Context: an optimization exercise on an open-source flow, tuned for small area, a short achievable clock period and few clock cycles per item. The choices shown serve that exercise and are no tape-out recipe. Function was not checked in any run shown here: the RTL went through the layout flow alone. Power and IR drop assume default switching activity.

## design.v

```verilog
`default_nettype none
package cpu_pkg;
    localparam logic [4:0] OPC_ALU  = 5'd0;
    localparam logic [4:0] OPC_J    = 5'd1;
    localparam logic [4:0] OPC_BNE  = 5'd2;
    localparam logic [4:0] OPC_JAL  = 5'd3;
    localparam logic [4:0] OPC_JR   = 5'd4;
    localparam logic [4:0] OPC_ADDI = 5'd5;
    localparam logic [4:0] OPC_BLT  = 5'd6;
    localparam logic [4:0] OPC_SW   = 5'd7;
    localparam logic [4:0] OPC_LW   = 5'd8;
endpackage
`default_nettype wire
`default_nettype none
module adder (
    input  wire [31:0]  x,
    input  wire [31:0]  y,
    input  wire         cin,
    output logic [31:0] sum
);
    logic [31:0] g, p, gn, pn;
    logic [31:0] carry;
    always_comb begin
        g = x & y;
        p = x ^ y;
        g[0] = g[0] | (p[0] & cin);
        for (int l = 0; l < 5; l++) begin
            gn = g;
            pn = p;
            for (int i = 0; i < 32; i++) begin
                if (((i >> l) & 1) == 1) begin
                    gn[i] = g[i] | (p[i] & g[((i >> l) << l) - 1]);
                    pn[i] = p[i] & p[((i >> l) << l) - 1];
                end
            end
            g = gn;
            p = pn;
        end
        carry = {g[30:0], cin};
    end
    assign sum = x ^ y ^ carry;
endmodule
module alu (
    input  wire [31:0]  a,
    input  wire         right,    
    input  wire [4:0]   shamt,
    output logic [31:0] sh_right,
    output logic [31:0] sh_left
);
    logic [31:0] sh_in;
    logic        fill;
    assign fill = right & a[31];
    always_comb begin
        for (int i = 0; i < 32; i++) begin
            sh_in[i]   = right ? a[i] : a[31-i];
            sh_left[i] = sh_right[31-i];
        end
    end
    assign sh_right = 32'($signed({fill, sh_in}) >>> shamt);
endmodule
`default_nettype wire
`default_nettype none
module execute_stage (
    input  wire [31:0] pc,
    input  wire [31:0] ir,
    input  wire [31:0] rs_val,
    input  wire [31:0] rb_val,    
    output logic [31:0] npc,
    output logic        we,
    output logic [4:0]  wreg,
    output logic        is_lw,
    output logic        is_sw,
    output logic [31:0] o,        
    output logic [31:0] b,        
    output logic        sel_sum   
);
    logic [4:0]  opc;
    logic [4:0]  fn;
    logic [31:0] imm;
    logic [31:0] pc1;
    logic [31:0] x, y, sum;
    logic [31:0] sh_right, sh_left;
    logic [31:0] other;
    logic        use_reg, use_pc, use_tgt, fn_sub, cin;
    logic        en_sum, en_and, en_or, en_sll, en_sra, en_jal;
    logic        is_j, is_jr, is_bne, is_blt, taken;
    logic        eq, lt;
    assign opc = ir[31:27];
    assign fn  = ir[6:2];
    assign imm = {{15{ir[16]}}, ir[16:0]};
    assign pc1 = pc + 32'd1;
    assign use_reg = !(opc[3] | opc[1] | opc[0]);
    assign use_pc  = opc[1] & !opc[0];
    assign use_tgt = opc[0] & !opc[2];
    assign fn_sub  = fn[0] & !opc[2];
    assign x   = use_pc ? pc : rs_val;
    assign y   = use_reg ? (rb_val ^ {32{fn_sub}}) :
                 use_tgt ? {5'd0, ir[26:0]} : imm;
    assign cin = use_reg ? fn_sub : use_pc;
    adder u_adder (.x(x), .y(y), .cin(cin), .sum(sum));
    alu u_alu (
        .a        (rs_val),
        .right    (fn[0]),
        .shamt    (ir[11:7]),
        .sh_right (sh_right),
        .sh_left  (sh_left)
    );
    assign en_jal = opc[1] & opc[0] & !opc[2];
    assign en_sum = !en_jal & (!use_reg | (fn[4:1] == 4'd0));
    assign en_and = use_reg & (fn == 5'd2);
    assign en_or  = use_reg & (fn == 5'd3);
    assign en_sll = use_reg & (fn == 5'd4);
    assign en_sra = use_reg & (fn == 5'd5);
    assign other = ({32{en_and}} & (rs_val & rb_val))
                 | ({32{en_or}}  & (rs_val | rb_val))
                 | ({32{en_sll}} & sh_left)
                 | ({32{en_sra}} & sh_right)
                 | ({32{en_jal}} & pc1);
    assign o       = sum;
    assign b       = opc[2] ? rb_val : other;
    assign sel_sum = en_sum;
    assign is_j   = (opc[4:2] == 3'd0) & opc[0];     
    assign is_jr  = (opc == cpu_pkg::OPC_JR);
    assign is_bne = (opc == cpu_pkg::OPC_BNE);
    assign is_blt = (opc == cpu_pkg::OPC_BLT);
    assign eq    = (rb_val == rs_val);
    assign lt    = $signed(rb_val) < $signed(rs_val);
    assign taken = (is_bne & !eq) | (is_blt & lt) | is_j | is_jr;
    assign npc   = taken ? sum : pc1;
    assign we    = (opc == cpu_pkg::OPC_ALU) || (opc == cpu_pkg::OPC_ADDI) || (opc == cpu_pkg::OPC_LW) || (opc == cpu_pkg::OPC_JAL);
    assign wreg  = en_jal ? 5'd31 : ir[26:22];
    assign is_lw = (opc == cpu_pkg::OPC_LW);
    assign is_sw = (opc == cpu_pkg::OPC_SW);
endmodule
`default_nettype wire
`default_nettype none
module mem_wb_stage (
    input  wire         clock,
    input  wire         arst_n,
    input  wire         we_in,
    input  wire [4:0]   wreg_in,
    input  wire         lw_in,
    input  wire         sw_in,
    input  wire [31:0]  o_in,
    input  wire [31:0]  b_in,
    input  wire         sel_in,
    input  wire [31:0]  q_dmem,
    output logic [31:0] address_dmem,
    output logic [31:0] data,
    output logic        wren,
    output logic        ctrl_write_enable,
    output logic [4:0]  ctrl_write_reg,
    output logic [31:0] data_write_reg
);
    logic        m_we, m_lw, m_sw, m_sel;
    logic [31:0] m_res;
    logic [4:0]  m_reg;
    logic [31:0] m_o, m_b;
    always_ff @(posedge clock or negedge arst_n) begin
        if (!arst_n) begin
            m_we <= 1'b0;
            m_lw <= 1'b0;
            m_sw <= 1'b0;
        end else begin
            m_we <= we_in;
            m_lw <= lw_in;
            m_sw <= sw_in;
        end
    end
    always_ff @(posedge clock) begin
        m_reg <= wreg_in;
        m_sel <= sel_in;
        m_o   <= o_in;
        m_b   <= b_in;
    end
    assign address_dmem      = m_o;
    assign data              = m_b;
    assign wren              = m_sw;
    assign ctrl_write_enable = m_we;
    assign ctrl_write_reg    = m_reg;
    assign m_res             = m_sel ? m_o : m_b;
    assign data_write_reg    = m_lw ? q_dmem : m_res;
endmodule
`default_nettype wire
`default_nettype none
`timescale 1ns/1ps
module pipeline_cpu (
    input  wire         clock,
    input  wire         arst_n,
    output logic [31:0] address_imem,
    input  wire  [31:0] q_imem,
    output logic [31:0] address_dmem,
    output logic [31:0] data,
    output logic        wren,
    input  wire  [31:0] q_dmem,
    output logic        ctrl_write_enable,
    output logic [4:0]  ctrl_write_reg,
    output logic [4:0]  ctrl_read_reg_a,
    output logic [4:0]  ctrl_read_reg_b,
    output logic [31:0] data_write_reg,
    input  wire  [31:0] data_read_reg_a,
    input  wire  [31:0] data_read_reg_b
);
    logic [31:0] pc;
    logic [31:0] npc;
    logic        we, is_lw, is_sw;
    logic [4:0]  wreg;
    logic [31:0] o, b;
    logic        sel_sum;
    always_ff @(posedge clock or negedge arst_n) begin
        if (!arst_n) pc <= '0;
        else         pc <= npc;
    end
    assign address_imem    = pc;
    assign ctrl_read_reg_a = ((q_imem[27] & !q_imem[29]) | (q_imem[29] & !q_imem[28] & !q_imem[27]))
                           ? 5'd0 : q_imem[21:17];
    assign ctrl_read_reg_b = (q_imem[29] | q_imem[28]) ? q_imem[26:22] : q_imem[16:12];
    execute_stage u_execute_stage (
        .pc     (pc),
        .ir     (q_imem),
        .rs_val (data_read_reg_a),
        .rb_val (data_read_reg_b),
        .npc    (npc),
        .we     (we),
        .wreg   (wreg),
        .is_lw  (is_lw),
        .is_sw  (is_sw),
        .o      (o),
        .b      (b),
        .sel_sum(sel_sum)
    );
    mem_wb_stage u_mem_wb_stage (
        .clock             (clock),
        .arst_n            (arst_n),
        .we_in             (we),
        .wreg_in           (wreg),
        .lw_in             (is_lw),
        .sw_in             (is_sw),
        .o_in              (o),
        .b_in              (b),
        .sel_in            (sel_sum),
        .q_dmem            (q_dmem),
        .address_dmem      (address_dmem),
        .data              (data),
        .wren              (wren),
        .ctrl_write_enable (ctrl_write_enable),
        .ctrl_write_reg    (ctrl_write_reg),
        .data_write_reg    (data_write_reg)
    );
endmodule
`default_nettype wire
```

## flow/run.sh

```bash
#!/bin/bash
# Own layout flow: the standard flow (standard.sh, unchanged synthesis,
# floorplan, power grid, placement, CTS and routing), with one change: the
# buffers that global placement puts on every input and output port are
# sky130_fd_sc_hd__buf_1 cells instead of the default delay-buffer cell.
# The timing repair steps still resize them where timing needs it.
set -euo pipefail
export BUFFER_PORTS_ARGS="-buffer_cell sky130_fd_sc_hd__buf_1"
bash standard.sh > standard.log 2>&1
```

## standard.sh

```bash
#!/bin/bash
# synth_recipe.tcl (not shown) runs the flow's synth.tcl, then flattens the netlist and writes it again
# the make line also repeats each setting of config.mk as NAME=value (left out here)
make -C /OpenROAD-flow-scripts/flow DESIGN_CONFIG=/design/flow/config.mk WORK_HOME=/design/flow/orfs CLKGATE_MAP_FILE= SYNTH_SCRIPT=/design/flow/synth_recipe.tcl "${@:-finish}"
```

## config.mk

```make
export PLATFORM = sky130hd
export DESIGN_NAME = pipeline_cpu
export DESIGN_NICKNAME = pipeline_cpu
export VERILOG_FILES = /design/flow/design.v
export SDC_FILE = /design/flow/constraint.sdc
export NUM_CORES = 4
export LEC_CHECK = 0
export CAP_MARGIN = 20
export CORE_MARGIN = 2
export CORE_UTILIZATION = 40
export PLACE_DENSITY = 0.6
export SETUP_SLACK_MARGIN = 4
export SLEW_MARGIN = 20
export TNS_END_PERCENT = 5
```

## constraint.sdc

```tcl
create_clock -name core_clock -period 8.5 [get_ports {clock}]
set_input_delay 1.7000 -clock core_clock [delete_from_list [all_inputs] [get_ports {clock}]]
set_output_delay 1.7000 -clock core_clock [all_outputs]
set_load 0.01 [all_outputs]
```

==> results.yml, run 1 <==
power:
  p_per_area_mw_per_mm2: 194
  finalPower_uw: 2660
  ir_drop_v: 0.0000884
  power_leakage_uw: 0.00604
floorplanning:
  die_h_um: 174
  num_io_pins: 275
  initial_core_util_pct: 40.4
  dieWidth_um: 174
  core_area_mm2: 0.0286
  rows: 62
  die-area_mm2: 0.0303
finish:
  stdcell_count: 2042
  areaGrowthSynthToFinish_pct: 18.6
  biggestRegsByFlops: "pc: 32 flops, u_mem_wb_stage.m_b: 32 flops, u_mem_wb_stage.m_o: 32 flops"
  utilization_pct: 48.0
  layout.nets: 1915
  antenna_cells: 0
  drive_gt1_share_pct: 11.8
  design_area_mm2: 0.0137
synthesis:
  synth_mux_area_share_pct: 17.1
  synth_simple_gate_area_share_pct: 14.0
  async_flop_share_pct: 33.3
  synth-edff-count: 0
  synth.net_count: 1670
  synth_warnings: 4
  syn_area_mm2: 0.0116
  syn_avg_cell_area_um2: 8.22
  synth_xor_area_share_pct: 6.57
  synth_compound_area_share_pct: 20.5
  ys.flop_type: "dfxtp_1"
  synth_cells: 1408
  ys_seq_area_share_pct: 19.7
  ys_ff_latch: 105
  synth_top_family_by_area: "compound AO/OA/AOI/OAI gates"
  synth.distinct_cells: 87
  synth_fa_ha_area_share_pct: 14.7
clock_network:
  cts_hold_buf: 0
  clkTransAtPathRegs_ps: 70
  clk_latency_ps: 370
  h-tree-depth: 3
  clock_path_buffers: 2
  cts_tree: "yes"
  cts_root_buf: "clkbuf_16"
  numCtsBuffers: 9
  clock-sinks: 105
setup_path:
  required_ps: 8780
  worst_setup_path_start_kind: "primary input"
  arrival_ps: 4860
  cp-end-kind: "flip-flop"
  worstSetupPathType: "in2reg"
  startpoint: "q_imem[30]"
  cp_max_fo: 4
  reg2reg_from: "pc[0]"
route:
  first_iter_violations: 1241
  wl_per_cell_um: 22.9
  vias: 11800
  ant_nets: 0
  drt_pass1_iterations: 6
  drc: 0
  viasPerCell: 5.78
  wl_um: 46800
sta:
  finalHoldViolations: 0
  maxSlewViolCount: 0
  setup_viol: 0
  grt_setup_unrepaired: "yes"
  worst_pin_slew_ps: 922
  timing.fmax_mhz: 218
  fin_crit_sh_pct: 53.9
  fin_crit_ps: 4580
  relSlewSlack_pct: 38.4
  fin_tns_setup_ps: 0
  finClkSkew_ps: 21.2
grt:
  grt.total_usage_pct: 30.3
  antenna_found_initial: 0
  grt_pass1_wl_um: 69900
  overflow: 0
  grt_pass1_vias: 11100
  grt_max_degree: 65
place:
  placed_area_mm2: 0.0129
  gp_congestion: 1.01
  placedCellCount: 2006
  io_buffers: 274
  place_hpwl_um: 37100
hold_path:
  hold_path.startpoint: "pc[4]"
  hp-class: "reg2reg"
run_status:
  status: "complete, no violations"
run:
  cap_violations: 0
[per-stage QoR]
| step | hold WS (ps) | setup slack (ps) |
|---|---|---|
| after floorplan | 607 | 3550 |
| after global placement | 685 | 2580 |
| after detailed placement | 682 | 2550 |
| after CTS | 698 | 3900 |
| after global routing | 728 | 3840 |
| final | 700 | 3920 |
[final timing paths]
check,end,slack (ps),cells after the start
max in group asynchronous,u_mem_wb_stage.m_lw,6660,2
hold reg to reg,pc[4],700,2
setup reg to reg,u_mem_wb_stage.m_b[30],5220,8
min in group asynchronous,pc[1],1380,2
setup / recovery,pc[8],3920,14
hold / removal,pc[4],700,2
[power breakdown]
part	total, uW	internal, uW	leakage, uW	switching, uW
clock network	414	204	0.000135	211
registers	859	669	0.000998	190
logic	1390	549	0.00491	838
[worst max-delay path, cell delays in order]
cell and delay [ps]:
buf_12 110, or3_4 410, buf_12 150, nand2_4 60, o21ai_2 50, fa_2 340, fa_2 380, a211o_4 380
a221o_1 350, a21oi_2 170, nor2b_1 60, nor2_1 120, fa_1 440, mux2i_1 140
[cell usage after synthesis, types with 8 or more instances]
master	count	area share [%]
nand2b_1	8	0.43
dfrtp_1	35	7.6
o21ai_0	111	4.8
mux4_2	41	8.0
a211oi_1	15	0.97
nor2_1	114	3.7
and2_1	12	0.65
a221oi_1	13	0.98
o221ai_1	13	0.98
nor2b_1	10	0.54
nand2_1	112	3.6
nand4_1	11	0.59
buf_2	9	0.39
xnor2_1	59	4.5
xor2_1	26	2.0
mux2_2	16	1.6
ha_1	126	14
o211ai_1	9	0.58
a21o_1	17	1.1
and3_1	12	0.65
o21bai_1	9	0.58
nor3_1	24	1.0
nand3_1	17	0.73
inv_1	123	4.0
o22ai_1	11	0.59
o21ai_1	13	0.56
dfxtp_1	70	12
clkbuf_1	64	2.1
a21oi_1	113	4.9
mux2i_1	80	6.9
[placed cells by master, fill, tap and decap left out, types with 5 or more instances in the layout]
cell,count
o21ai_0,106
a221oi_1,12
o221ai_1,13
inv_1,123
a21oi_2,5
o21ai_1,13
a21oi_1,108
mux2i_1,80
a21o_1,17
dfrtp_1,34
xnor2_1,58
nand2b_1,8
clkbuf_16,10
mux4_2,41
o21ai_2,6
xor2_1,25
o21bai_1,9
mux2_2,16
and3_1,12
ha_1,125
nor4_1,6
nand4_1,11
o22ai_1,11
nor2_1,111
dfxtp_1,69
nand3_1,17
and2_1,12
buf_12,5
nand2_1,110
buf_4,35
buf_1,255
a211oi_1,14
buf_6,6
nor3_1,23
buf_2,11
o211ai_1,9
o31ai_1,5
nor2b_1,7
[cell families after synthesis]
| kind of cell | count (synthesis) |
|---|---|
| fa+ha+maj | 132 |
| buf+inv | 212 |
| flops | 105 |
| mux | 142 |
| xor+xnor | 86 |
| compound gates | 381 |
| simple gates | 350 |
[timing repair]
item,CTS,global route
pin swaps,13,12
gates resized for setup,59,26
setup buffers,15,3
gates cloned,2,0
endpoints found under the setup margin,85,66
[cell type report]
class                   instances  area [um2]
fillers                      2846       14900
multi-input cells            1092        8680
flip-flops and latches        105        2280
clock buffers                  10         229
repair buffers                319        1540
clock inverters                 6        50.0
inverters                     126         473
well taps                     384         480
[routing by layer]
layer	up-vias	part of all wire, %	global-route usage (%)
li1	5481	-	-
met1	5637	45	43.5
met2	614	44	47.1
met3	78	8.1	3.89
met4	0	3.1	10.0
met5	-	0	0
==> run 2: changes to the inputs <==
--- a/config.mk
+++ b/config.mk
@@ -10,2 +10,3 @@
 export CORE_UTILIZATION = 40
+export GPL_ROUTABILITY_DRIVEN = 0
 export PLACE_DENSITY = 0.6
==> results.yml, run 2 <==
grt:
  overflow: 0
  grt_max_degree: 65
  antenna_found_initial: 1
  grt.total_usage_pct: 29.5
  grt_pass1_vias: 11200
  grt_pass1_wl_um: 68300
place:
  place_hpwl_um: 35000
  dp_worst_setup_slack_ps: 2470
  io_buffers: 274
sta:
  setup_slack_ps: 3880
  grt_setup_unrepaired: "yes"
  finalHoldViolations: 0
  worst_pin_slew_ps: 1020
  fin_tns_setup_ps: 0
  fin_crit_sh_pct: 54.3
  finClkSkew_ps: 22.4
  timing.fmax_mhz: 217
  setup_viol: 0
  fin_crit_ps: 4620
  relSlewSlack_pct: 31.8
  maxSlewViolCount: 0
clock_network:
  cts_root_buf: "clkbuf_16"
  h-tree-depth: 3
  clock-sinks: 105
  clkTransAtPathRegs_ps: 80
  clock_path_buffers: 2
  cts_tree: "yes"
  cts_hold_buf: 0
  clk_latency_ps: 380
  numCtsBuffers: 9
synthesis:
  ys.flop_type: "dfxtp_1"
  synth.most_common_cell: "ha_1"
  async_flop_share_pct: 33.3
  ys_ff_latch: 105
  synth_warnings: 4
  synth-edff-count: 0
  synth_top_cell_by_area: "ha_1"
  syn_area_mm2: 0.0116
  synth_cells: 1408
  syn_avg_cell_area_um2: 8.22
  synth_top_area_share_pct: 13.6
  synth_common_cells: "ha_1, inv_1, nor2_1"
  ys_seq_area_share_pct: 19.7
  synth.net_count: 1670
  synthTopCellsByArea: "ha_1, dfxtp_1, mux4_2"
  synth.distinct_cells: 87
setup_path:
  cp-end-kind: "output pin"
  path_cells: "clkbuf_2 > buf_12 > nor2_4 > mux2_2 > buf_1"
  cp_slowest_cell: "mux2_2"
  worst_setup_path_start_kind: "primary input"
  required_ps: 6800
  cp_max_fo: 28
  worstSetupPathType: "in2out"
  r2r_slack_ps: 5190
  ff2ff_path_depth: 11
  arrival_ps: 2920
  crit_path_max_incr_delay_ps: 390
power:
  ir_drop_v: 0.0000996
  p_per_area_mw_per_mm2: 192
  power_leakage_uw: 0.00609
finish:
  num-fill-cells: 2846
  layout.nets: 1928
  biggestRegsByFlops: "pc: 32 flops, u_mem_wb_stage.m_b: 32 flops, u_mem_wb_stage.m_o: 32 flops"
  mostFrequentLayoutCells: "buf_1, ha_1, inv_1"
  final_common_cell: "buf_1"
  areaGrowthSynthToFinish_pct: 19.4
  drive_gt1_share_pct: 12.0
  multi_input_area_mm2: 0.00862
  seq_area_mm2: 0.00228
  utilization_pct: 48.3
floorplanning:
  die-area_mm2: 0.0303
  die_h_um: 174
  core_area_mm2: 0.0286
  initial_core_util_pct: 40.4
  num_io_pins: 275
  dieWidth_um: 174
  rows: 62
route:
  ant_nets: 0
  drt_pass1_iterations: 6
  wl_per_cell_um: 22.3
  drc: 0
  first_iter_violations: 1289
  wl_um: 45800
  viasPerCell: 5.84
  vias: 12000
hold_path:
  min_path_cells: 1
  hp-class: "reg2reg"
run_status:
  status: "complete, no violations"
run:
  cap_violations: 0
==> run 2: cell counts after synthesis <==
No cell type changed its count.
==> run 2: worst max-delay path, delay by kind of cell <==
kind | cells | cell delay [ps]
AND/OR/NAND/NOR | 1 | 280
buffers and inverters | 3 | 520
multiplexers | 1 | 390
==> run 2: worst paths after layout <==
check	from	endpoint
max	q_imem[29]	ctrl_read_reg_b[0]
min	pc[0]	pc[0]
max reg2reg	pc[0]	pc[8]
min reg2reg	pc[0]	pc[0]
max in group asynchronous	arst_n	u_mem_wb_stage.m_lw
min in group asynchronous	arst_n	pc[0]
==> run 2: layout make-up <==
cell class / instances / area share [%]
clock buffers: 10 / 1.66
well taps: 384 / 3.48
clock inverters: 6 / 0.344
repair buffers: 331 / 12.2
inverters: 126 / 3.45
diodes: 1 / 0.0181
multi-input cells: 1093 / 62.4
flip-flops and latches: 105 / 16.5
==> run 2: logic make-up after synthesis <==
family	share of synthesized area, %
xor+xnor	6.57
buf+inv	7.49
compound gates	20.5
fa+ha+maj	14.7
simple gates	14.0
mux	17.1
flops	19.7
==> run 2: through the flow <==
step | std cells | hold WS [ps] | area (um2) | power, uW
after CTS | 2052 | 699 | 13800 | 2630
after floorplan | 1408 | 607 | 11700 | 1670
after detailed placement | 2004 | 682 | 12900 | 2170
final | 2056 | 707 | 13800 | 2650
after global routing | 2056 | 741 | 13800 | 2820
after global placement | 2004 | 671 | 12900 | 2150
==> run 2: metal layers <==
| metal | up-vias | global-route usage, % | routed length (um) |
|---|---|---|---|
| met3 | 109 | 5.27 | 4540 |
| li1 | 5519 | - | - |
| met4 | 0 | 13.5 | 1970 |
| met2 | 695 | 44.7 | 19600 |
| met5 | - | 0 | 0 |
| met1 | 5677 | 41.0 | 19700 |
==> run 2: what timing repair did <==
item,CTS,global route
pin swaps,15,11
cloned,5,0
endpoints found under the setup margin,79,57
setup buffers,27,3
hold endpoints to repair,0,0
gates resized for setup,51,11
==> run 2: power breakdown <==
part	switching, uW	leakage [uW]	internal, uW
combinational	828	0.00496	555
clock	208	0.000134	202
sequential	191	0.000998	669
==> run 3: changes to the inputs <==
--- a/design.v
+++ b/design.v
@@ -25,3 +25,2 @@
         p = x ^ y;
-        g[0] = g[0] | (p[0] & cin);
         for (int l = 0; l < 5; l++) begin
@@ -38,3 +37,3 @@
         end
-        carry = {g[30:0], cin};
+        carry = {g[30:0] | (p[30:0] & {31{cin}}), cin};
     end
--- a/config.mk
+++ b/config.mk
@@ -10,3 +10,2 @@
 export CORE_UTILIZATION = 40
-export GPL_ROUTABILITY_DRIVEN = 0
 export PLACE_DENSITY = 0.6
==> results.yml, run 3 <==
run_status:
  status: "complete, no violations"
synthesis:
  synth.distinct_cells: 84
  synth_top_cell_by_area: "ha_1"
  synth_cells: 1415
  async_flop_share_pct: 33.3
  synth.most_common_cell: "nand2_1"
  ys_seq_area_share_pct: 19.6
  synth-edff-count: 0
  synth_warnings: 4
  synth_top_area_share_pct: 13.8
  synth_common_cells: "nand2_1, ha_1, o21ai_0"
  syn_area_mm2: 0.0116
  ys.flop_type: "dfxtp_1"
  syn_avg_cell_area_um2: 8.23
  synth.net_count: 1674
  ys_ff_latch: 105
  synthTopCellsByArea: "ha_1, dfxtp_1, dfrtp_1"
run:
  cap_violations: 0
route:
  drc: 0
  vias: 12200
  ant_nets: 0
  drt_pass1_iterations: 6
  first_iter_violations: 1174
  viasPerCell: 5.87
  wl_per_cell_um: 23.5
  wl_um: 48600
sta:
  relSlewSlack_pct: 31.9
  finalHoldViolations: 0
  fin_crit_sh_pct: 54.0
  timing.fmax_mhz: 218
  grt_setup_unrepaired: "yes"
  worst_pin_slew_ps: 1020
  timing.hold.ws_ps: 678
  setup_viol: 0
  setup_slack_ps: 3910
  finClkSkew_ps: 11.1
  maxSlewViolCount: 0
  fin_crit_ps: 4590
  fin_tns_setup_ps: 0
floorplanning:
  die_h_um: 175
  dieWidth_um: 175
  die-area_mm2: 0.0305
  initial_core_util_pct: 40.5
  core_area_mm2: 0.0287
  rows: 62
  num_io_pins: 275
finish:
  drive_gt1_share_pct: 12.7
  biggestRegsByFlops: "pc: 32 flops, u_mem_wb_stage.m_b: 32 flops, u_mem_wb_stage.m_o: 32 flops"
  utilization_pct: 49.3
  layout.nets: 1943
  final_common_cell: "buf_1"
  num-fill-cells: 2886
  antenna_cells: 0
  mostFrequentLayoutCells: "buf_1, nand2_1, ha_1"
  areaGrowthSynthToFinish_pct: 21.6
place:
  gp_congestion: 1.01
  place_hpwl_um: 36700
  io_buffers: 274
  dp_worst_setup_slack_ps: 2620
setup_path:
  worstSetupPathType: "in2reg"
  cp_max_fo: 13
  cp-end-kind: "flip-flop"
  worst_setup_path_start_kind: "primary input"
  arrival_ps: 4850
  cp_slowest_cell: "nor4_2"
  path_buf_inv: 3
  cp_top_family: "simple AND/OR/NAND/NOR gates"
  crit_path_frequent_cell: "nor4_2"
  path_cells: "buf_1 > inv_1 > ha_1 > nor4_2 > nand2_1 > nor4_2 > a211oi_1 > o21ai_0 > and3_4 > buf_12 > mux2_2"
  required_ps: 8750
  crit_path_max_incr_delay_ps: 440
power:
  power_leakage_uw: 0.00618
  ir_drop_v: 0.000135
  p_sw_uw: 1280
  switching_share_pct: 46.5
  p_comb_share_pct: 53.0
  pwr-share-seq_pct: 31.5
  p_per_area_mw_per_mm2: 194
  pwr-share-clk_pct: 15.5
  intPower_uw: 1470
clock_network:
  cts_tree: "yes"
  clkTransAtPathRegs_ps: 80
  cts_hold_buf: 0
  cts_root_buf: "clkbuf_16"
  numCtsBuffers: 9
  clock-sinks: 105
  h-tree-depth: 3
  clock_path_buffers: 2
  clk_latency_ps: 370
grt:
  grt_pass1_wl_um: 71500
  grt_max_degree: 66
  overflow: 0
  antenna_found_initial: 2
  grt.total_usage_pct: 30.9
  grt_pass1_vias: 11600
hold_path:
  hp-class: "reg2reg"
[run 3: timing repair]
item,CTS,global route
resized for setup,71,35
setup buffers,20,11
cloned,6,2
setup endpoints to repair,74,55
pin swaps,28,27
[run 3: power by group through the flow]
| stage | combinational (uW) | sequential (uW) | clock, uW |
|---|---|---|---|
| after floorplan | 775 | 897 | 0 |
| after global placement | 1310 | 870 | 0 |
| after detailed placement | 1320 | 873 | 0 |
| after CTS | 1400 | 863 | 430 |
| after global routing | 1570 | 890 | 445 |
| final | 1460 | 864 | 424 |
[run 3: logic make-up after synthesis]
| group | count (synthesis) | share of synthesized area [%] |
|---|---|---|
| buf+inv | 196 | 7.48 |
| simple gates | 365 | 14.5 |
| fa+ha+maj | 129 | 13.9 |
| mux | 149 | 17.4 |
| xor+xnor | 92 | 6.92 |
| flops | 105 | 19.6 |
| compound gates | 379 | 20.1 |
[run 3: layout make-up]
class / instances / area (um2) / share of cell area [%]
clock buffers: 11 / 243 / 1.71
clock inverters: 5 / 46.3 / 0.327
inverters: 113 / 430 / 3.04
well taps: 384 / 480 / 3.39
repair buffers: 341 / 1890 / 13.4
multi-input cells: 1114 / 8780 / 62.0
flip-flops and latches: 105 / 2280 / 16.1
[run 3: final timing paths]
kind,startpoint,end,slack (ps),depth (start not counted)
hold / removal,pc[0],pc[0],680,1
max in group asynchronous,arst_n,u_mem_wb_stage.m_lw,6400,1
setup / recovery,data_read_reg_a[15],pc[16],3910,11
setup reg to reg,pc[0],u_mem_wb_stage.m_b[19],5350,8
hold reg to reg,pc[0],pc[0],680,1
min in group asynchronous,arst_n,pc[19],1460,1
[run 3: stage by stage]
step / area, um2 / power (uW) / cells
2_1_floorplan: 11700 / 1670 / 1415
3_3_place_gp: 13000 / 2180 / 2017
3_5_place_dp: 13000 / 2190 / 2017
4_1_cts: 13900 / 2690 / 2059
5_1_grt: 14200 / 2910 / 2073
6_report: 14200 / 2740 / 2073
[run 3: worst register-to-register path, cell delays in order, from the launching register on]
cell and delay [ps]:
dfrtp_1 520, and4_1 460, nand2_1 230, nor3_1 770, nand3_1 180, xor2_1 370, o22ai_1 150, nor3_1 200
a21oi_1 120
[run 3: routing by layer]
metal / GRT usage [%] / part of all wire (%)
met1: 40.3 / 41
met2: 50.5 / 46
met3: 5.96 / 9.1
met4: 11.9 / 4.1
met5: 0 / 0.021
==> run 4: changes to the inputs <==
--- a/config.mk
+++ b/config.mk
@@ -11,4 +11,3 @@
 export PLACE_DENSITY = 0.6
-export SETUP_SLACK_MARGIN = 4
+export SETUP_SLACK_MARGIN = 3.5
 export SLEW_MARGIN = 20
-export TNS_END_PERCENT = 5
==> results.yml, run 4 <==
sta:
  fin_tns_setup_ps: 0
  setup_viol: 0
  fin_crit_ps: 5010
  finalHoldViolations: 0
  grt_setup_unrepaired: "yes"
  relSlewSlack_pct: 28.7
  maxSlewViolCount: 0
  timing.fmax_mhz: 200
  finClkSkew_ps: 7.67
  worst_pin_slew_ps: 1070
  setup_slack_ps: 3490
  fin_crit_sh_pct: 58.9
power:
  switching_share_pct: 46.1
  pwr-share-seq_pct: 32.1
  p_sw_uw: 1230
  finalPower_uw: 2660
  intPower_uw: 1440
  power_leakage_uw: 0.00595
  pwr-share-clk_pct: 16.1
  p_per_area_mw_per_mm2: 195
  ir_drop_v: 0.000144
  p_comb_share_pct: 51.8
setup_path:
  reg2reg_from: "pc[0]"
  worstSetupPathType: "in2out"
  worst_setup_path_start_kind: "primary input"
  r2r_slack_ps: 5290
  required_ps: 6800
  startpoint: "q_imem[29]"
  cp-end-kind: "output pin"
  cp_max_fo: 28
  arrival_ps: 3310
route:
  vias: 12100
  wl_um: 47000
  first_iter_violations: 1115
  drc: 0
  viasPerCell: 5.88
  ant_nets: 0
  drt_pass1_iterations: 5
  wl_per_cell_um: 22.8
synthesis:
  ys_ff_latch: 105
  synth_top_area_share_pct: 13.8
  synth.most_common_cell: "nand2_1"
  synth.distinct_cells: 84
  synth-edff-count: 0
  syn_area_mm2: 0.0116
  synth_cells: 1415
  ys_seq_area_share_pct: 19.6
  async_flop_share_pct: 33.3
  synth_common_cells: "nand2_1, ha_1, o21ai_0"
  synth.net_count: 1674
  synth_top_cell_by_area: "ha_1"
  synth_warnings: 4
  ys.flop_type: "dfxtp_1"
  syn_avg_cell_area_um2: 8.23
  synthTopCellsByArea: "ha_1, dfxtp_1, dfrtp_1"
run_status:
  status: "complete, no violations"
place:
  dp_worst_setup_slack_ps: 2100
  place_hpwl_um: 36400
  io_buffers: 274
  gp_congestion: 1.09
clock_network:
  clkTransAtPathRegs_ps: 70
  clock-sinks: 105
  cts_root_buf: "clkbuf_16"
  h-tree-depth: 3
  clk_latency_ps: 360
  numCtsBuffers: 9
  clock_path_buffers: 2
  cts_tree: "yes"
floorplanning:
  core_area_mm2: 0.0287
  die_h_um: 175
  rows: 62
  num_io_pins: 275
  die-area_mm2: 0.0305
  initial_core_util_pct: 40.5
  dieWidth_um: 175
finish:
  mostFrequentLayoutCells: "buf_1, nand2_1, ha_1"
  drive_gt1_share_pct: 9.98
  final_common_cell: "buf_1"
  areaGrowthSynthToFinish_pct: 17.2
  num-fill-cells: 2915
  layout.nets: 1928
  biggestRegsByFlops: "pc: 32 flops, u_mem_wb_stage.m_b: 32 flops, u_mem_wb_stage.m_o: 32 flops"
  seq_area_mm2: 0.00228
  multi_input_area_mm2: 0.00859
hold_path:
  hold_path.startpoint: "pc[0]"
  hp-class: "reg2reg"
run:
  cap_violations: 0
grt:
  overflow: 0
  grt_pass1_wl_um: 68300
  grt.total_usage_pct: 29.5
  antenna_found_initial: 2
  grt_pass1_vias: 11400
  grt_max_degree: 65
[run 4: cell count changes in the layout (fill, tap and decap cells not counted), moves of 4 or more]
| cell | change |
|---|---|
| buf_1 | +4 |
| buf_4 | -8 |
| buf_16 | -4 |
| o21ai_2 | -4 |
| o21ai_1 | -6 |
| o21ai_0 | +11 |
[run 4: stage by stage]
step / util (%) / hold slack, ps / std cells / cell area, um2
2_1_floorplan: - / 587 / 1415 / 11700
3_3_place_gp: 45.2 / 588 / 2022 / 13000
3_5_place_dp: 45.2 / 601 / 2022 / 13000
4_1_cts: 46.6 / 621 / 2042 / 13400
5_1_grt: 47.5 / 660 / 2060 / 13600
6_report: 47.5 / 613 / 2061 / 13600
[run 4: cells by family (layout without fill, tap and decap cells)]
kind of cell	after synthesis	count (layout)	share of synthesized area, %
buffers and inverters	196	455	7.48
adder cells (fa/ha/maj)	129	129	13.9
flip-flops	105	105	19.6
XOR/XNOR	92	92	6.92
AO/OA/AOI/OAI	379	379	20.1
AND/OR/NAND/NOR	365	365	14.5
other	0	3	0
multiplexers	149	149	17.4
[run 4: cell type report]
type                    instances  share of cell area (%)
clock buffers                  12                    1.73
multi-input cells            1114                    62.9
well taps                     384                    3.52
repair buffers                326                    11.5
flip-flops and latches        105                    16.7
clock inverters                 4                   0.385
diodes                          3                  0.0550
inverters                     113                    3.14
[run 4: repair_timing]
action                     4_1_cts  5_1_grt
hold buffers                     0        0
gates cloned                     0        3
setup buffers                    4       13
resized for setup               19       20
pin swaps                        4        4
setup endpoints to repair       65       33
[run 4: final timing paths]
check / endpoint / cells after the start
max: ctrl_read_reg_b[4] / 5
min in group asynchronous: pc[24] / 2
max in group asynchronous: u_mem_wb_stage.m_lw / 2
min reg2reg: pc[0] / 1
max reg2reg: u_mem_wb_stage.m_b[26] / 9
min: pc[0] / 1
[run 4: critical path: stages]
cell	delay, ps
clkbuf_2	280
buf_12	280
nor2_2	460
mux2_2	430
buf_1	140
[run 4: power groups by stage]
stage | sequential [uW] | combinational [uW] | clock [uW]
floorplan | 897 | 770 | 0
global placement | 862 | 1310 | 0
detailed placement | 865 | 1320 | 0
CTS | 855 | 1340 | 435
global route | 883 | 1490 | 450
finish | 854 | 1380 | 429
[run 4: routing by layer]
| metal | vias to the layer above | global-route usage [%] | share of wire (%) |
|---|---|---|---|
| met5 | - | 0 | 0 |
| met4 | 0 | 13.0 | 4.5 |
| met2 | 675 | 47.9 | 46 |
| met1 | 5751 | 38.4 | 41 |
| met3 | 122 | 5.20 | 8.8 |
| li1 | 5565 | - | - |
==> run 5: changes to the inputs <==
--- a/design.v
+++ b/design.v
@@ -25,2 +25,3 @@
         p = x ^ y;
+        g[0] = g[0] | (p[0] & cin);
         for (int l = 0; l < 5; l++) begin
@@ -37,5 +38,23 @@
         end
-        carry = {g[30:0] | (p[30:0] & {31{cin}}), cin};
+        carry = {g[30:0], cin};
     end
     assign sum = x ^ y ^ carry;
+endmodule
+module incrementer (
+    input  wire [31:0]  a,
+    output logic [31:0] sum
+);
+    logic [7:0]  group_ones;
+    logic [7:0]  group_carry;
+    logic [31:0] carry;
+    always_comb begin
+        for (int g = 0; g < 8; g++)
+            group_ones[g] = &a[4*g +: 4];
+        group_carry[0] = 1'b1;
+        for (int g = 1; g < 8; g++)
+            group_carry[g] = group_carry[g-1] & group_ones[g-1];
+        for (int i = 0; i < 32; i++)
+            carry[i] = (i % 4 == 0) ? group_carry[i/4] : (carry[i-1] & a[i-1]);
+    end
+    assign sum = a ^ carry;
 endmodule
@@ -48,12 +67,15 @@
 );
-    logic [31:0] sh_in;
-    logic        fill;
-    assign fill = right & a[31];
-    always_comb begin
-        for (int i = 0; i < 32; i++) begin
-            sh_in[i]   = right ? a[i] : a[31-i];
-            sh_left[i] = sh_right[31-i];
-        end
-    end
-    assign sh_right = 32'($signed({fill, sh_in}) >>> shamt);
+    logic [4:0]  amt;
+    logic [31:0] r0, r1, r2, r3, r4;
+    logic [31:0] lo, hi;
+    assign amt = right ? (5'd0 - shamt) : shamt;
+    assign r0 = amt[0] ? {a[30:0],  a[31]}       : a;
+    assign r1 = amt[1] ? {r0[29:0], r0[31:30]}   : r0;
+    assign r2 = amt[2] ? {r1[27:0], r1[31:28]}   : r1;
+    assign r3 = amt[3] ? {r2[23:0], r2[31:24]}   : r2;
+    assign r4 = amt[4] ? {r3[15:0], r3[31:16]}   : r3;
+    assign lo = ~(32'hffffffff << shamt);
+    assign hi = ~(32'hffffffff >> shamt);
+    assign sh_left  = r4 & ~lo;
+    assign sh_right = (r4 & ~hi) | ({32{a[31]}} & hi);
 endmodule
@@ -71,5 +93,3 @@
     output logic        is_sw,
-    output logic [31:0] o,        
-    output logic [31:0] b,        
-    output logic        sel_sum   
+    output logic [31:0] o
 );
@@ -82,3 +102,3 @@
     logic [31:0] other;
-    logic        use_reg, use_pc, use_tgt, fn_sub, cin;
+    logic        use_reg, use_pc, fn_sub, cin;
     logic        en_sum, en_and, en_or, en_sll, en_sra, en_jal;
@@ -89,10 +109,8 @@
     assign imm = {{15{ir[16]}}, ir[16:0]};
-    assign pc1 = pc + 32'd1;
-    assign use_reg = !(opc[3] | opc[1] | opc[0]);
+    incrementer u_inc (.a(pc), .sum(pc1));
+    assign use_reg = !(opc[3] | opc[2] | opc[1]);
     assign use_pc  = opc[1] & !opc[0];
-    assign use_tgt = opc[0] & !opc[2];
-    assign fn_sub  = fn[0] & !opc[2];
+    assign fn_sub  = fn[0];
     assign x   = use_pc ? pc : rs_val;
-    assign y   = use_reg ? (rb_val ^ {32{fn_sub}}) :
-                 use_tgt ? {5'd0, ir[26:0]} : imm;
+    assign y   = use_reg ? (rb_val ^ {32{fn_sub}}) : imm;
     assign cin = use_reg ? fn_sub : use_pc;
@@ -117,5 +135,3 @@
                  | ({32{en_jal}} & pc1);
-    assign o       = sum;
-    assign b       = opc[2] ? rb_val : other;
-    assign sel_sum = en_sum;
+    assign o = en_sum ? sum : other;
     assign is_j   = (opc[4:2] == 3'd0) & opc[0];     
@@ -126,4 +142,4 @@
     assign lt    = $signed(rb_val) < $signed(rs_val);
-    assign taken = (is_bne & !eq) | (is_blt & lt) | is_j | is_jr;
-    assign npc   = taken ? sum : pc1;
+    assign taken = (is_bne & !eq) | (is_blt & lt);
+    assign npc   = taken ? sum : is_jr ? rb_val : is_j ? {5'd0, ir[26:0]} : pc1;
     assign we    = (opc == cpu_pkg::OPC_ALU) || (opc == cpu_pkg::OPC_ADDI) || (opc == cpu_pkg::OPC_LW) || (opc == cpu_pkg::OPC_JAL);
@@ -144,3 +160,2 @@
     input  wire [31:0]  b_in,
-    input  wire         sel_in,
     input  wire [31:0]  q_dmem,
@@ -153,4 +168,3 @@
 );
-    logic        m_we, m_lw, m_sw, m_sel;
-    logic [31:0] m_res;
+    logic        m_we, m_lw, m_sw;
     logic [4:0]  m_reg;
@@ -170,3 +184,2 @@
         m_reg <= wreg_in;
-        m_sel <= sel_in;
         m_o   <= o_in;
@@ -179,4 +192,3 @@
     assign ctrl_write_reg    = m_reg;
-    assign m_res             = m_sel ? m_o : m_b;
-    assign data_write_reg    = m_lw ? q_dmem : m_res;
+    assign data_write_reg    = m_lw ? q_dmem : m_o;
 endmodule
@@ -206,4 +218,3 @@
     logic [4:0]  wreg;
-    logic [31:0] o, b;
-    logic        sel_sum;
+    logic [31:0] o;
     always_ff @(posedge clock or negedge arst_n) begin
@@ -213,4 +224,3 @@
     assign address_imem    = pc;
-    assign ctrl_read_reg_a = ((q_imem[27] & !q_imem[29]) | (q_imem[29] & !q_imem[28] & !q_imem[27]))
-                           ? 5'd0 : q_imem[21:17];
+    assign ctrl_read_reg_a = q_imem[21:17];
     assign ctrl_read_reg_b = (q_imem[29] | q_imem[28]) ? q_imem[26:22] : q_imem[16:12];
@@ -226,5 +236,3 @@
         .is_sw  (is_sw),
-        .o      (o),
-        .b      (b),
-        .sel_sum(sel_sum)
+        .o      (o)
     );
@@ -238,4 +246,3 @@
         .o_in              (o),
-        .b_in              (b),
-        .sel_in            (sel_sum),
+        .b_in              (data_read_reg_b),
         .q_dmem            (q_dmem),
==> results.yml, run 5 <==
sta:
  finalHoldViolations: 0
  setup_viol: 0
  maxSlewViolCount: 0
  fin_tns_setup_ps: 0
  finClkSkew_ps: 10.7
  fin_crit_sh_pct: 58.1
  grt_setup_unrepaired: "no"
  timing.fmax_mhz: 203
  relSlewSlack_pct: 38.9
  fin_crit_ps: 4940
  worst_pin_slew_ps: 917
clock_network:
  cts_hold_buf: 0
  h-tree-depth: 3
  clkTransAtPathRegs_ps: 80
  clock_path_buffers: 2
  cts_tree: "yes"
  cts_root_buf: "clkbuf_16"
  clk_latency_ps: 370
  numCtsBuffers: 9
  clock-sinks: 104
finish:
  antenna_cells: 0
  multi_input_area_mm2: 0.00906
  utilization_pct: 47.7
  layout.nets: 1959
  drive_gt1_share_pct: 14.1
  seq_area_mm2: 0.00226
  areaGrowthSynthToFinish_pct: 17.6
  mostFrequentLayoutCells: "buf_1, ha_1, a21oi_1"
  biggestRegsByFlops: "pc: 32 flops, u_mem_wb_stage.m_b: 32 flops, u_mem_wb_stage.m_o: 32 flops"
  num-fill-cells: 2984
  final_common_cell: "buf_1"
power:
  switching_share_pct: 45.0
  power_leakage_uw: 0.00629
  p_per_area_mw_per_mm2: 187
  pwr-share-clk_pct: 16.9
  pwr-share-seq_pct: 28.7
  ir_drop_v: 0.000115
  p_comb_share_pct: 54.5
  intPower_uw: 1460
  finalPower_uw: 2650
  p_sw_uw: 1190
route:
  drt_pass1_iterations: 6
  wl_um: 50400
  ant_nets: 0
  vias: 12400
  wl_per_cell_um: 24.4
  drc: 0
  first_iter_violations: 1430
  viasPerCell: 6.00
floorplanning:
  core_area_mm2: 0.0296
  die_h_um: 177
  rows: 63
  num_io_pins: 275
  initial_core_util_pct: 40.6
  die-area_mm2: 0.0315
  dieWidth_um: 177
setup_path:
  cp_slowest_cell: "fa_2"
  reg2reg_from: "pc[0]"
  ff2ff_path_depth: 12
  worst_setup_path_start_kind: "primary input"
  cp_top_family: "compound AO/OA/AOI/OAI gates"
  crit_path_max_incr_delay_ps: 400
  worstReg2RegEnd: "u_mem_wb_stage.m_o[31]"
  required_ps: 8760
  arrival_ps: 5200
  path_cells: "buf_1 > buf_6 > nand2b_4 > mux2_2 > fa_2 > fa_2 > a211oi_4 > o211ai_1 > a31oi_4 > buf_12 > buf_4 > o21ai_2 > a21o_1 > a21oi_1 > xnor2_2 > mux2_2"
  cp-end-kind: "flip-flop"
  path_buf_inv: 4
  worst-path-stages: 16
  worstSetupPathType: "in2reg"
  cp_max_fo: 15
  r2r_slack_ps: 4780
place:
  place_hpwl_um: 37900
  io_buffers: 274
  gp_congestion: 1.01
grt:
  grt_pass1_wl_um: 74000
  grt_max_degree: 36
  grt.total_usage_pct: 31.6
  overflow: 0
  antenna_found_initial: 1
  grt_pass1_vias: 11700
synthesis:
  synth.net_count: 1703
  ys.flop_type: "dfxtp_1"
  synth_warnings: 4
  synth.most_common_cell: "ha_1"
  ys_ff_latch: 104
  synth_cells: 1415
  ys_seq_area_share_pct: 18.8
  async_flop_share_pct: 33.7
  synth_common_cells: "ha_1, a21oi_1, nand2_1"
  synthTopCellsByArea: "ha_1, dfxtp_1, mux2_2"
  syn_area_mm2: 0.0120
  synth_top_cell_by_area: "ha_1"
  syn_avg_cell_area_um2: 8.50
  synth.distinct_cells: 77
  synth_top_area_share_pct: 15.8
  synth-edff-count: 0
hold_path:
  hp-class: "reg2reg"
  hold_path.startpoint: "pc[30]"
  min_path_cells: 3
  hold-path-endpoint: "pc[30]"
run_status:
  status: "complete, no violations"
run:
  cap_violations: 0
## run 5: cell count changes after synthesis, sizes merged, moves of 12 or more
| cell | previous run | this run |
|---|---|---|
| mux2 | 34 | 90 |
| nand2 | 135 | 115 |
| a21oi | 118 | 144 |
| o21ai | 132 | 65 |
| xnor2 | 66 | 54 |
| xor2 | 26 | 14 |
| a22oi | 1 | 13 |
| mux2i | 81 | 96 |
| ha | 128 | 152 |
## run 5: per-layer routing
layer | part of all wire (%) | wire (um) | track usage (%)
met2 | 44 | 22100 | 48.1
met5 | 0 | 0 | 0
met1 | 44 | 22100 | 45.0
met4 | 2.6 | 1330 | 9.87
met3 | 9.9 | 4980 | 5.87
## run 5: worst max-delay path by stage
stage	from	endpoint	slack (ps)
detailed placement	q_imem[7]	u_mem_wb_stage.m_o[2]	2480
floorplan	q_imem[28]	pc[26]	3530
CTS	q_imem[2]	u_mem_wb_stage.m_o[31]	3510
finish	q_imem[27]	pc[18]	3560
global route	q_imem[30]	pc[18]	3470
global placement	q_imem[7]	u_mem_wb_stage.m_o[2]	2570
## run 5: repair_timing
| item | 4_1_cts | 5_1_grt |
|---|---|---|
| resized for setup | 11 | 13 |
| pin swaps | 3 | 5 |
| cloned | 2 | 1 |
| setup buffers | 10 | 9 |
| endpoints found under the setup margin | 57 | 47 |
## run 5: worst reg2reg max path, delay by kind of cell, from the launching register on
family                   cells  cell delay, ps
AND/OR/NAND/NOR              5            2030
XOR/XNOR                     1             160
flip-flops                   1             440
AO/OA/AOI/OAI                2             170
adder cells (fa/ha/maj)      4             810
## run 5: layout make-up
class                      instances  area share (%)
multi-input combinational       1114            64.1
sequential                       104            16.0
timing repair buffer             339            11.7
tap                              390            3.45
inverter                         103            2.73
clock buffer                      11            1.72
clock inverter                     5           0.398
## run 5: per-stage QoR
step	worst slack [ps]	hold WS (ps)	instances	cell area, um2
floorplan	3530	756	1415	12100
global placement	2570	774	2028	13500
detailed placement	2480	787	2028	13500
CTS	3510	805	2056	14000
global route	3470	862	2066	14100
finish	3560	812	2066	14100
## run 5: power by group through the flow
stage	combinational (uW)	clock [uW]	sequential (uW)
2_1_floorplan	849	0	787
4_1_cts	1400	455	758
3_3_place_gp	1370	0	768
5_1_grt	1570	477	774
3_5_place_dp	1370	0	767
6_report	1440	447	759
## run 5: cells by family after synthesis
family | synth area share [%]
AO/OA/AOI/OAI | 18.3
AND/OR/NAND/NOR | 11.8
multiplexers | 22.5
buffers and inverters | 6.85
adder cells (fa/ha/maj) | 16.8
flip-flops | 18.8
XOR/XNOR | 4.95

[re-timing with driven ports]
How much do the figures lean on ideal ports? The routed layouts below were timed once more, with nothing changed but the port constraints. Step 1 (the two cells are an assumption about what drives the block):
set clk [get_ports {clock}]
set_driving_cell -lib_cell sky130_fd_sc_hd__clkbuf_16 $clk
set_driving_cell -lib_cell sky130_fd_sc_hd__buf_2 [delete_from_list [all_inputs] $clk]
Step 2 times the ports against the registers' clock, not the clock port: input delays grow and output delays shrink by t, the midpoint of the rising clock arrivals with the driver on. Slacks: ideal ports / drivers / drivers and shift; pairs: ideal ports / drivers.
run	shift t [ns]	setup WS [ns]	hold slack, ns	latest minus earliest clock arrival (ns)	pins driven straight from the clock port
run 1	0.411	3.922 / 3.904 / 3.510	0.700 / 0.700 / 0.700	0.022 / 0.021	1
run 2	0.417	3.884 / 3.853 / 3.527	0.707 / 0.707 / 0.707	0.023 / 0.023	1
run 3	0.408	3.907 / 3.933 / 3.524	0.678 / 0.678 / 0.678	0.011 / 0.011	1
run 4	0.409	3.492 / 3.471 / 3.148	0.613 / 0.613 / 0.613	0.008 / 0.008	1
run 5	0.419	3.563 / 3.586 / 3.166	0.812 / 0.812 / 0.812	0.011 / 0.011	1
After both steps setup and hold are still met in every run listed. The setup slack of run 1, which loses most, moves by -0.018 ns with the drivers and by -0.412 ns with both steps.
